From an optimization exercise on the open Yosys and OpenROAD flow, aimed at small area and a short achievable clock period; shortcuts taken in it are not production practice.
Where RTL was checked, it was by simulation tests only, not by an equivalence proof against the original.
No activity file was given, so power comes from the tool's default toggle rates.

==> v17 <==
==> flow/design.v (excerpt) <==
module vc_dds_top
(
  input  logic                    clk_user_bufg,
  input  logic                    rst_glb,
  input  logic                    cfg_wr,           
  input  logic [85:0]             cfg,              
  output logic [16-1:0] sample,           
  output logic                    sample_valid,
  output logic [10-1:0]    dac_fsc           
);
  vc_dds_pkg::vc_cfg_t             cfg_s;
  logic                            tri_en;
  logic                            saw_en;
  logic [32-1:0]          freq_word;
  logic [16-1:0]         amp;
  logic [16-1:0]         dc_offset;
  logic [32/2:0]          phase_top;       
  logic [16-1:0]         shape;
  logic                            written_q;       
  logic [3:0]                      valid_q;
  assign cfg_s = cfg;
  vc_dds_cfg_reg u_cfg_reg (
    .clk_user_bufg (clk_user_bufg),
    .rst_glb       (rst_glb),
    .cfg_wr        (cfg_wr),
    .cfg           (cfg_s),
    .tri_en        (tri_en),
    .saw_en        (saw_en),
    .freq_word     (freq_word),
    .amp           (amp),
    .dc_offset     (dc_offset),
    .dac_fsc       (dac_fsc)
  );
  vc_phase_accum u_phase_accum (
    .clk_user_bufg (clk_user_bufg),
    .cfg_wr        (cfg_wr),
    .pcw           (cfg_s.pcw),
    .cfg_freq_lo   (cfg_s.freq_word[32/2-1:0]),
    .freq_word     (freq_word),
    .phase_top     (phase_top)
  );
  vc_wave_shaper u_wave_shaper (
    .tri_en        (tri_en),
    .saw_en        (saw_en),
    .phase_top     (phase_top),
    .shape         (shape)
  );
  vc_amp_offset u_amp_offset (
    .clk_user_bufg (clk_user_bufg),
    .shape         (shape),
    .amp           (amp),
    .dc_offset     (dc_offset),
    .sample        (sample)
  );
  always_ff @(posedge clk_user_bufg or posedge rst_glb)
  begin
    if (rst_glb)
    begin
      written_q <= 1'b0;
      valid_q   <= '0;
    end
    else
    begin
      written_q <= written_q | cfg_wr;
      valid_q   <= {valid_q[2:0], written_q};
    end
  end
  assign sample_valid = valid_q[3];
endmodule
==> flow/config.mk <==
export PLATFORM = sky130hd
export DESIGN_NAME = vc_dds_top
export DESIGN_NICKNAME = vc_dds_top
export VERILOG_FILES = /design/flow/design.v
export SDC_FILE = /design/flow/constraint.sdc
export NUM_CORES = 4
export LEC_CHECK = 0
export CAP_MARGIN = 20
export CORE_MARGIN = 2
export CORE_UTILIZATION = 60
export CTS_CLUSTER_DIAMETER = 100
export CTS_CLUSTER_SIZE = 25
export PLACE_DENSITY = 0.75
export SETUP_SLACK_MARGIN = 3.3
export SLEW_MARGIN = 20
==> flow/constraint.sdc <==
create_clock -name core_clock -period 5.5 [get_ports {clk_user_bufg}]
set_input_delay 1.1000 -clock core_clock [delete_from_list [all_inputs] [get_ports {clk_user_bufg}]]
set_output_delay 1.1000 -clock core_clock [all_outputs]
set_load 0.01 [all_outputs]
standard.sh (not shown) runs the stock make flow with config.mk's settings and CLKGATE_MAP_FILE= SYNTH_SCRIPT=/design/flow/synth_recipe.tcl, a recipe that flattens the netlist after the stock synthesis.
==> flow/flow/run.sh <==
#!/bin/bash
# Standard ORFS layout, except that the port buffers are the smallest plain
# buffer instead of the default delay-buffer cell. Each tool's output is kept
# by ORFS under orfs/logs/; make's own output goes to flow_make.log.
set -euo pipefail
export BUFFER_PORTS_ARGS="-buffer_cell sky130_fd_sc_hd__buf_1"
bash standard.sh finish > flow_make.log 2>&1
==> v6: changes against v17 <==
--- a/flow/design.v
+++ b/flow/design.v
@@ -52,25 +52,23 @@
     begin
       tri_en    <= cfg.mode == vc_dds_pkg::WAVE_TRIANGLE;
       saw_en    <= cfg.mode == vc_dds_pkg::WAVE_SAWTOOTH;
       freq_word <= cfg.freq_word;
       amp       <= cfg.amp;
       dc_offset <= cfg.dc_offset;
     end
   end
-  logic [10-1:0] dac_fsc_n;
   always_ff @(posedge clk_user_bufg or posedge rst_glb)
   begin
     if (rst_glb)
-      dac_fsc_n <= '0;
+      dac_fsc <= {10{1'b1}};
     else if (cfg_wr)
-      dac_fsc_n <= (cfg.fsc == '0) ? '0 : ~cfg.fsc;
+      dac_fsc <= (cfg.fsc == '0) ? {10{1'b1}} : cfg.fsc;
   end
-  assign dac_fsc = ~dac_fsc_n;
 endmodule
 `timescale 1ns/1ns
 module vc_phase_accum
 (
   input  logic                       clk_user_bufg,
   input  logic                       cfg_wr,
   input  logic [10-1:0]       pcw,
   input  logic [32/2-1:0]   cfg_freq_lo,   
@@ -660,17 +658,17 @@
   wire s399 = r0_273 ^ r0_274 ^ k368;
   wire k400 = (r0_273 & r0_274) | (r0_273 & k368) | (r0_274 & k368);
   wire s401 = r0_275 ^ r0_276;
   wire k402 = r0_275 & r0_276;
   wire s403 = r0_277 ^ r0_278 ^ r0_279;
   wire k404 = (r0_277 & r0_278) | (r0_277 & r0_279) | (r0_278 & r0_279);
   wire s405 = 1'b1 ^ r0_280;
   wire k406 = 1'b1 & r0_280;
-  wire [11:0] plow_sum = {1'b0, k336, k334, k332, k330, s291, k288, k286, k284, k282, r0_184, r0_180} + {1'b0, s337, s335, s333, s331, s329, s289, s287, s285, s283, s281, r0_181};
+  wire [10:0] plow_sum = {1'b0, k334, k332, k330, s291, k288, k286, k284, k282, r0_184, r0_180} + {1'b0, s335, s333, s331, s329, s289, s287, s285, s283, s281, r0_181};
   logic cin_q;
   logic r1_407;
   logic r1_408;
   logic r1_409;
   logic r1_410;
   logic r1_411;
   logic r1_412;
   logic r1_413;
@@ -700,60 +698,64 @@
   logic r1_437;
   logic r1_438;
   logic r1_439;
   logic r1_440;
   logic r1_441;
   logic r1_442;
   logic r1_443;
   logic r1_444;
+  logic r1_445;
+  logic r1_446;
   always_ff @(posedge clk_user_bufg)
   begin
-    cin_q <= plow_sum[11];
-    r1_407 <= s369;
-    r1_408 <= s339;
-    r1_409 <= k370;
-    r1_410 <= s371;
-    r1_411 <= k372;
-    r1_412 <= s373;
-    r1_413 <= k374;
-    r1_414 <= s375;
-    r1_415 <= k376;
-    r1_416 <= s377;
-    r1_417 <= k378;
-    r1_418 <= s379;
-    r1_419 <= k380;
-    r1_420 <= s381;
-    r1_421 <= k382;
-    r1_422 <= s383;
-    r1_423 <= k384;
-    r1_424 <= s385;
-    r1_425 <= k386;
-    r1_426 <= s387;
-    r1_427 <= k388;
-    r1_428 <= s389;
-    r1_429 <= k390;
-    r1_430 <= s391;
-    r1_431 <= k392;
-    r1_432 <= s393;
-    r1_433 <= k394;
-    r1_434 <= s395;
-    r1_435 <= k396;
-    r1_436 <= s397;
-    r1_437 <= k398;
-    r1_438 <= s399;
-    r1_439 <= k400;
-    r1_440 <= s401;
-    r1_441 <= k402;
-    r1_442 <= s403;
-    r1_443 <= k404;
-    r1_444 <= s405;
+    cin_q <= plow_sum[10];
+    r1_407 <= k336;
+    r1_408 <= s337;
+    r1_409 <= s369;
+    r1_410 <= s339;
+    r1_411 <= k370;
+    r1_412 <= s371;
+    r1_413 <= k372;
+    r1_414 <= s373;
+    r1_415 <= k374;
+    r1_416 <= s375;
+    r1_417 <= k376;
+    r1_418 <= s377;
+    r1_419 <= k378;
+    r1_420 <= s379;
+    r1_421 <= k380;
+    r1_422 <= s381;
+    r1_423 <= k382;
+    r1_424 <= s383;
+    r1_425 <= k384;
+    r1_426 <= s385;
+    r1_427 <= k386;
+    r1_428 <= s387;
+    r1_429 <= k388;
+    r1_430 <= s389;
+    r1_431 <= k390;
+    r1_432 <= s391;
+    r1_433 <= k392;
+    r1_434 <= s393;
+    r1_435 <= k394;
+    r1_436 <= s395;
+    r1_437 <= k396;
+    r1_438 <= s397;
+    r1_439 <= k398;
+    r1_440 <= s399;
+    r1_441 <= k400;
+    r1_442 <= s401;
+    r1_443 <= k402;
+    r1_444 <= s403;
+    r1_445 <= k404;
+    r1_446 <= s405;
   end
-  wire [18:0] tot = {r1_443, r1_441, r1_439, r1_437, r1_435, r1_433, r1_431, r1_429, r1_427, r1_425, r1_423, r1_421, r1_419, r1_417, r1_415, r1_413, r1_411, r1_409, r1_407} + {r1_444, r1_442, r1_440, r1_438, r1_436, r1_434, r1_432, r1_430, r1_428, r1_426, r1_424, r1_422, r1_420, r1_418, r1_416, r1_414, r1_412, r1_410, r1_408} + cin_q;
-  wire [16:0] hisum = tot[18:2];
+  wire [19:0] tot = {r1_445, r1_443, r1_441, r1_439, r1_437, r1_435, r1_433, r1_431, r1_429, r1_427, r1_425, r1_423, r1_421, r1_419, r1_417, r1_415, r1_413, r1_411, r1_409, r1_407} + {r1_446, r1_444, r1_442, r1_440, r1_438, r1_436, r1_434, r1_432, r1_430, r1_428, r1_426, r1_424, r1_422, r1_420, r1_418, r1_416, r1_414, r1_412, r1_410, r1_408} + cin_q;
+  wire [16:0] hisum = tot[19:3];
   assign result = hisum;
   logic [16+RW-1:0] dly_q [1];
   always_ff @(posedge clk_user_bufg)
   begin
     dly_q[0] <= ~result;
   end
   assign sample = ~(dly_q[0][16-1:0] & {16{dly_q[0][16]}});
 endmodule
Settings changed: SETUP_SLACK_MARGIN 3.3 to 3.35.
==> results.txt <==
run status - finished clean
detailed-route vias per instance - 5.60
GR Layer Usage met1 - 30.6%
share of async-settable or async-resettable flops after synthesis - 4.55%
internal power component - 6.90 mW
filler cell count - 2075
Setup Slack @ Placement - 2.78 ns
cells traversed along the worst timing path - buf_6, nand2_1, buf_2
[end of results for v6]
==> results.txt <==
Setup Slack @ Placement - 2.19 ns
clock network power - 1.36 mW
Antenna Violating Nets Remaining - 0
filler cell count - 2132
run status - finished clean
top flip-flop cell by instance count after synthesis - dfxtp_1
internal power component - 7.12 mW
highest net fanout along the worst path - 8
GR Layer Usage met1 - 31.3%
cells traversed along the worst timing path - buf_6, nand2_1, clkbuf_2
detailed-route vias per instance - 5.73
[end of results for v17]
The RTL of v17 was laid out without a check of its function.

separate check: timing with driven ports:
No port has a modelled driver above. Below, the same layouts with a new extraction and two added sets of constraints.
Step 1 sets driving cells, clkbuf_16 on the clock port and buf_2 on the other inputs (assumed; they add their load-dependent delay and slew).
Step 2, shift: input delay + t, output delay - t, t = (earliest + latest rising clock arrival at the registers) / 2. This alone moves slack from input paths to output paths.
a / b / c = ideal / step 1 / step 2; a / b = the first two.
run | shift t [ns] | setup slack, ns | clock arrival spread, ns
v17 | 0.546 | 3.210 / 3.162 / 2.816 | 0.029 / 0.029
v6 | 0.551 | 3.214 / 3.162 / 2.878 | 0.029 / 0.028
After both steps setup and hold are still met in every run listed. The setup slack of v17, which loses most, moves by -0.048 ns with the drivers and by -0.394 ns with both steps.
